Source: an optimization exercise on an open RTL-to-GDS flow (aim: small area and a short achievable clock period). Production flows keep margins and buffers that such runs may drop.
The RTL was checked by simulation tests, not by an equivalence proof against the original design.
Power figures rest on the tool's default switching activity, not on a simulated workload.

amber:
## fft_mag_sq_frame
module fft_mag_sq_frame
#(
  parameter  int FFT_LEN = 64,
  localparam int IDX_W   = $clog2(FFT_LEN)
) (
  input  logic             aclk,
  input  logic             areset,
  input  logic [31:0]      slave_tdata,
  input  logic             slave_tvalid,
  output logic             slave_tready,
  output logic [31:0]      master_tdata,
  output logic             master_tvalid,
  input  logic             master_tready,
  output logic             master_tlast,
  output logic [IDX_W-1:0] peak_bin,
  output logic [31:0]      peak_mag,
  output logic             peak_valid
);
  localparam logic [IDX_W-1:0] LAST_IDX = IDX_W'(FFT_LEN - 1);
  logic             en_s, hs_s, first_s, last_s, upd_s;
  logic [15:0]      re_s, im_s, re_abs_s, im_abs_s;
  logic [31:0]      row0_s, row1_s, sum_s, mag_s;
  logic [15:0]      tree_a_s, tree_b_s;
  logic [31:0]      tree_row0_s, tree_row1_s;
  logic             tree_cin_s;
  logic             s1_valid_r, s2_valid_r, s3_valid_r;
  logic [15:0]      s1_re_r, s1_im_r;
  logic [31:0]      s3_mag_r;
  logic [31:0]      s2_row0_r;
  logic [31:8]      s2_row1_r;
  logic             s2_cin_r;
  logic [IDX_W-1:0] bin_cnt_r;
  logic [31:0]      run_max_r, peak_mag_r;
  logic [IDX_W-1:0] run_bin_r, peak_bin_r;
  logic             peak_valid_r;
  assign en_s         = master_tready;
  assign slave_tready = master_tready;
  assign re_s     = slave_tdata[15:0];
  assign im_s     = slave_tdata[31:16];
  assign re_abs_s = re_s[15] ? (~re_s + 16'd1) : re_s;
  assign im_abs_s = im_s[15] ? (~im_s + 16'd1) : im_s;
  always_ff @(posedge aclk) begin
    if (areset) begin
      s1_valid_r <= 1'b0;
      s2_valid_r <= 1'b0;
      s3_valid_r <= 1'b0;
    end else if (en_s) begin
      s1_valid_r <= slave_tvalid;
      s2_valid_r <= s1_valid_r;
      s3_valid_r <= s2_valid_r;
    end
  end
  always_ff @(posedge aclk) begin
    if (en_s) begin
      s1_re_r   <= re_abs_s;
      s1_im_r   <= im_abs_s;
      s2_row0_r <= row0_s;
      s2_row1_r <= row1_s[31:8];
      s2_cin_r  <= tree_cin_s;
  ...
export LEC_CHECK = 0
export ABC_CLOCK_PERIOD_IN_PS = 3500
export CAP_MARGIN = 20
export CORE_MARGIN = 2
export CORE_UTILIZATION = 40
export CTS_BUF_LIST = sky130_fd_sc_hd__clkbuf_8
export CTS_CLUSTER_DIAMETER = 60
export CTS_CLUSTER_SIZE = 20
export SETUP_SLACK_MARGIN = 3.2
export SLEW_MARGIN = 20
export SYNTH_HIERARCHICAL = 1
export SYNTH_MINIMUM_KEEP_SIZE = 0
create_clock -name core_clock -period 7.0 [get_ports {aclk}]
standard.sh (not shown) runs the stock make flow with config.mk's settings and CLKGATE_MAP_FILE= SYNTH_SCRIPT=/design/flow/synth_recipe.tcl, a recipe that flattens the netlist after the stock synthesis.
==> flow/flow/run.sh <==
#!/bin/bash
set -euo pipefail
bash standard.sh "BUFFER_PORTS_ARGS=-buffer_cell sky130_fd_sc_hd__buf_1" finish > standard.log 2>&1
Relative to amber, the following input files were edited for tundra:
# amber
export LEC_CHECK = 0
export ABC_CLOCK_PERIOD_IN_PS = 3500
export CAP_MARGIN = 20
export CORE_MARGIN = 2
export CORE_UTILIZATION = 40
export CTS_BUF_LIST = sky130_fd_sc_hd__clkbuf_8
export CTS_CLUSTER_DIAMETER = 60
export CTS_CLUSTER_SIZE = 20
export SETUP_SLACK_MARGIN = 3.2
export SLEW_MARGIN = 20
export SYNTH_HIERARCHICAL = 1
export SYNTH_MINIMUM_KEEP_SIZE = 0
create_clock -name core_clock -period 7.0 [get_ports {aclk}]
# tundra
export LEC_CHECK = 0
export ABC_CLOCK_PERIOD_IN_PS = 3500
export CAP_MARGIN = 20
export CORE_MARGIN = 2
export CORE_UTILIZATION = 60
export SETUP_SLACK_MARGIN = 3.2
export SLEW_MARGIN = 20
export SYNTH_HIERARCHICAL = 1
export SYNTH_MINIMUM_KEEP_SIZE = 0
create_clock -name core_clock -period 7.0 [get_ports {aclk}]
tundra vs. amber: proportion of layout cells with a drive suffix above 1 increased 0.25 points; area occupied by multi-input gates essentially unchanged.
Final area up 0.45% in tundra wrt amber
When tundra is measured against amber, its clock insertion delay at the later pin of the skew report turns out 0.06 ns lower.
From tundra to amber, area after synthesis did not move at all.
Part of the power in the clock network in tundra vs amber: up 3.4 points
Compare amber and tundra | cell area after placement higher: amber
Relative to amber, core utilization has increased by 23 points in tundra.
Against amber, die outline height in tundra fell by more than 10%.
Maximum ir drop on the vdd rail on tundra is up relative to amber.
tundra gives more met1 track demand over resource in global routing than amber did.
The inputs of willow differ from those of tundra as listed below.
# tundra
export LEC_CHECK = 0
export ABC_CLOCK_PERIOD_IN_PS = 3500
export CAP_MARGIN = 20
export CORE_MARGIN = 2
export CORE_UTILIZATION = 60
export SETUP_SLACK_MARGIN = 3.2
export SLEW_MARGIN = 20
export SYNTH_HIERARCHICAL = 1
export SYNTH_MINIMUM_KEEP_SIZE = 0
create_clock -name core_clock -period 7.0 [get_ports {aclk}]
# willow
export LEC_CHECK = 0
export ABC_CLOCK_PERIOD_IN_PS = 3500
export CAP_MARGIN = 20
export CORE_MARGIN = 2
export CORE_UTILIZATION = 40
export CTS_BUF_LIST = sky130_fd_sc_hd__clkbuf_8
export CTS_CLUSTER_DIAMETER = 60
export CTS_CLUSTER_SIZE = 20
export SETUP_SLACK_MARGIN = 2.9
export SLEW_MARGIN = 20
export SYNTH_HIERARCHICAL = 1
export SYNTH_MINIMUM_KEEP_SIZE = 0
create_clock -name core_clock -period 7.0 [get_ports {aclk}]
==> comparison <==
Measured against each other, tundra and willow differ in global-route usage, the lower figure coming from willow. The switching part of the total in willow was higher than what tundra gave. willow — combinational power about 1% lower, tundra as reference. Hold path depth: willow > tundra. On standard-cell row count: willow sits above tundra. Diff tundra and willow: data required time at the worst endpoint higher in willow. Compare tundra and willow | area overhead of the layout relative to synthesis higher: tundra. The higher total of clock buffers placed in the layout came out of tundra. Any difference in number of ordinary inverters in the final layout between tundra and willow is small enough to ignore. willow vs tundra: total power down by a few percent.
--- input diff willow..xenon ---
# willow
export LEC_CHECK = 0
export ABC_CLOCK_PERIOD_IN_PS = 3500
export CAP_MARGIN = 20
export CORE_MARGIN = 2
export CORE_UTILIZATION = 40
export CTS_BUF_LIST = sky130_fd_sc_hd__clkbuf_8
export CTS_CLUSTER_DIAMETER = 60
export CTS_CLUSTER_SIZE = 20
export SETUP_SLACK_MARGIN = 2.9
export SLEW_MARGIN = 20
export SYNTH_HIERARCHICAL = 1
export SYNTH_MINIMUM_KEEP_SIZE = 0
create_clock -name core_clock -period 7.0 [get_ports {aclk}]
# xenon
export LEC_CHECK = 0
export ABC_AREA = 1
export ABC_CLOCK_PERIOD_IN_PS = 3500
export CAP_MARGIN = 20
export CORE_MARGIN = 2
export CORE_UTILIZATION = 40
export SETUP_SLACK_MARGIN = 3.2
export SLEW_MARGIN = 20
export SYNTH_HIERARCHICAL = 1
export SYNTH_MINIMUM_KEEP_SIZE = 0
create_clock -name core_clock -period 7.0 [get_ports {aclk}]
- Cmp xenon vs willow: fraction of area in non-clock buffers higher in xenon
- Min overall power consumption across willow and xenon: willow
- Looking at number of cell rows, xenon sits 1 below willow.
- Critical path depth | xenon below willow
The following lists how maple was set up differently from xenon:
# xenon
export LEC_CHECK = 0
export ABC_AREA = 1
export ABC_CLOCK_PERIOD_IN_PS = 3500
export CAP_MARGIN = 20
export CORE_MARGIN = 2
export CORE_UTILIZATION = 40
export SETUP_SLACK_MARGIN = 3.2
export SLEW_MARGIN = 20
export SYNTH_HIERARCHICAL = 1
export SYNTH_MINIMUM_KEEP_SIZE = 0
create_clock -name core_clock -period 7.0 [get_ports {aclk}]
# maple
export LEC_CHECK = 0
export ABC_CLOCK_PERIOD_IN_PS = 3500
export CAP_MARGIN = 20
export CORE_MARGIN = 2
export CORE_UTILIZATION = 40
export CTS_BUF_LIST = sky130_fd_sc_hd__clkbuf_8
export CTS_CLUSTER_SIZE = 12
export SETUP_SLACK_MARGIN = 3.2
export SLEW_MARGIN = 20
export SYNTH_HIERARCHICAL = 1
export SYNTH_MINIMUM_KEEP_SIZE = 0
create_clock -name core_clock -period 7.0 [get_ports {aclk}]
==> comparison <==
- Summary of maple over xenon: standby leakage power went down about 10%; setup slack after placement went down 0.060 ns; post-synthesis cell area went up about 1.9%; fraction of area in multi-input gates went up 2.9 points.
- maple vs xenon, first-pass GRT wire length went up by 1.2%.
- maple ended up with a higher standard-cell row count than xenon did.
Setup changes, maple to cedar
# maple
export LEC_CHECK = 0
export ABC_CLOCK_PERIOD_IN_PS = 3500
export CAP_MARGIN = 20
export CORE_MARGIN = 2
export CORE_UTILIZATION = 40
export CTS_BUF_LIST = sky130_fd_sc_hd__clkbuf_8
export CTS_CLUSTER_SIZE = 12
export SETUP_SLACK_MARGIN = 3.2
export SLEW_MARGIN = 20
export SYNTH_HIERARCHICAL = 1
export SYNTH_MINIMUM_KEEP_SIZE = 0
create_clock -name core_clock -period 7.0 [get_ports {aclk}]
# cedar
export LEC_CHECK = 0
export ABC_CLOCK_PERIOD_IN_PS = 3500
export CAP_MARGIN = 20
export CORE_MARGIN = 2
export CORE_UTILIZATION = 40
export SETUP_SLACK_MARGIN = 3.2
export SLEW_MARGIN = 20
export SYNTH_HIERARCHICAL = 1
export SYNTH_MINIMUM_KEEP_SIZE = 0
create_clock -name core_clock -period 7.0 [get_ports {aclk}]
## What came out
- Multi-input gate share of the layout cell area is higher on maple
- cedar vs maple: routed length on met2 down
- [cedar vs maple] total non-filler cell area in the finished layout: higher in cedar
- Routed wire length (lower): cedar
- cedar -> maple: chip height delta 0, exact match
- Taking maple as the reference, in cedar total CTS buffers -12; post-layout total power +0.12 mW; setup slack +0.0071 ns.
- cedar -> maple: final sequential cell count delta 0, exact match
- | clock-buffer cell count | cedar vs maple | 10 lower |
- Comparing cedar with maple, the highest clock frequency the design can meet came out essentially unchanged.

[static timing again, ports no longer ideal]
No port has a modelled driver above. Below, the same layouts with a new extraction and two added sets of constraints.
Step 1 sets driving cells, clkbuf_16 on the clock port and buf_2 on the other inputs (assumed; they add their load-dependent delay and slew).
Step 2 adds t to the input delays and takes it off the output delays; t is the mean of the earliest and latest rising clock arrival at the registers after step 1. Input paths then give back, and output paths get back, about the clock's delay inside the block.
Slacks: ideal / step 1 / step 2; pairs: ideal / step 1.
run	t (ns)	setup WS [ns]	latest minus earliest clock arrival (ns)	worst register clock-pin slew, ns	cell pins on the clock port's net
amber	0.598	3.293 / 3.293 / 3.293	0.035 / 0.034	0.12 / 0.12	1
tundra	0.552	3.264 / 3.264 / 3.264	0.028 / 0.027	0.06 / 0.06	1
willow	0.597	3.026 / 3.026 / 3.026	0.036 / 0.037	0.12 / 0.12	1
xenon	0.586	3.271 / 3.271 / 3.271	0.013 / 0.012	0.06 / 0.06	1
maple	0.579	3.279 / 3.279 / 3.279	0.032 / 0.031	0.06 / 0.06	1
cedar	0.567	3.286 / 3.286 / 3.286	0.011 / 0.011	0.06 / 0.06	1
After both steps setup and hold are still met in every run listed.
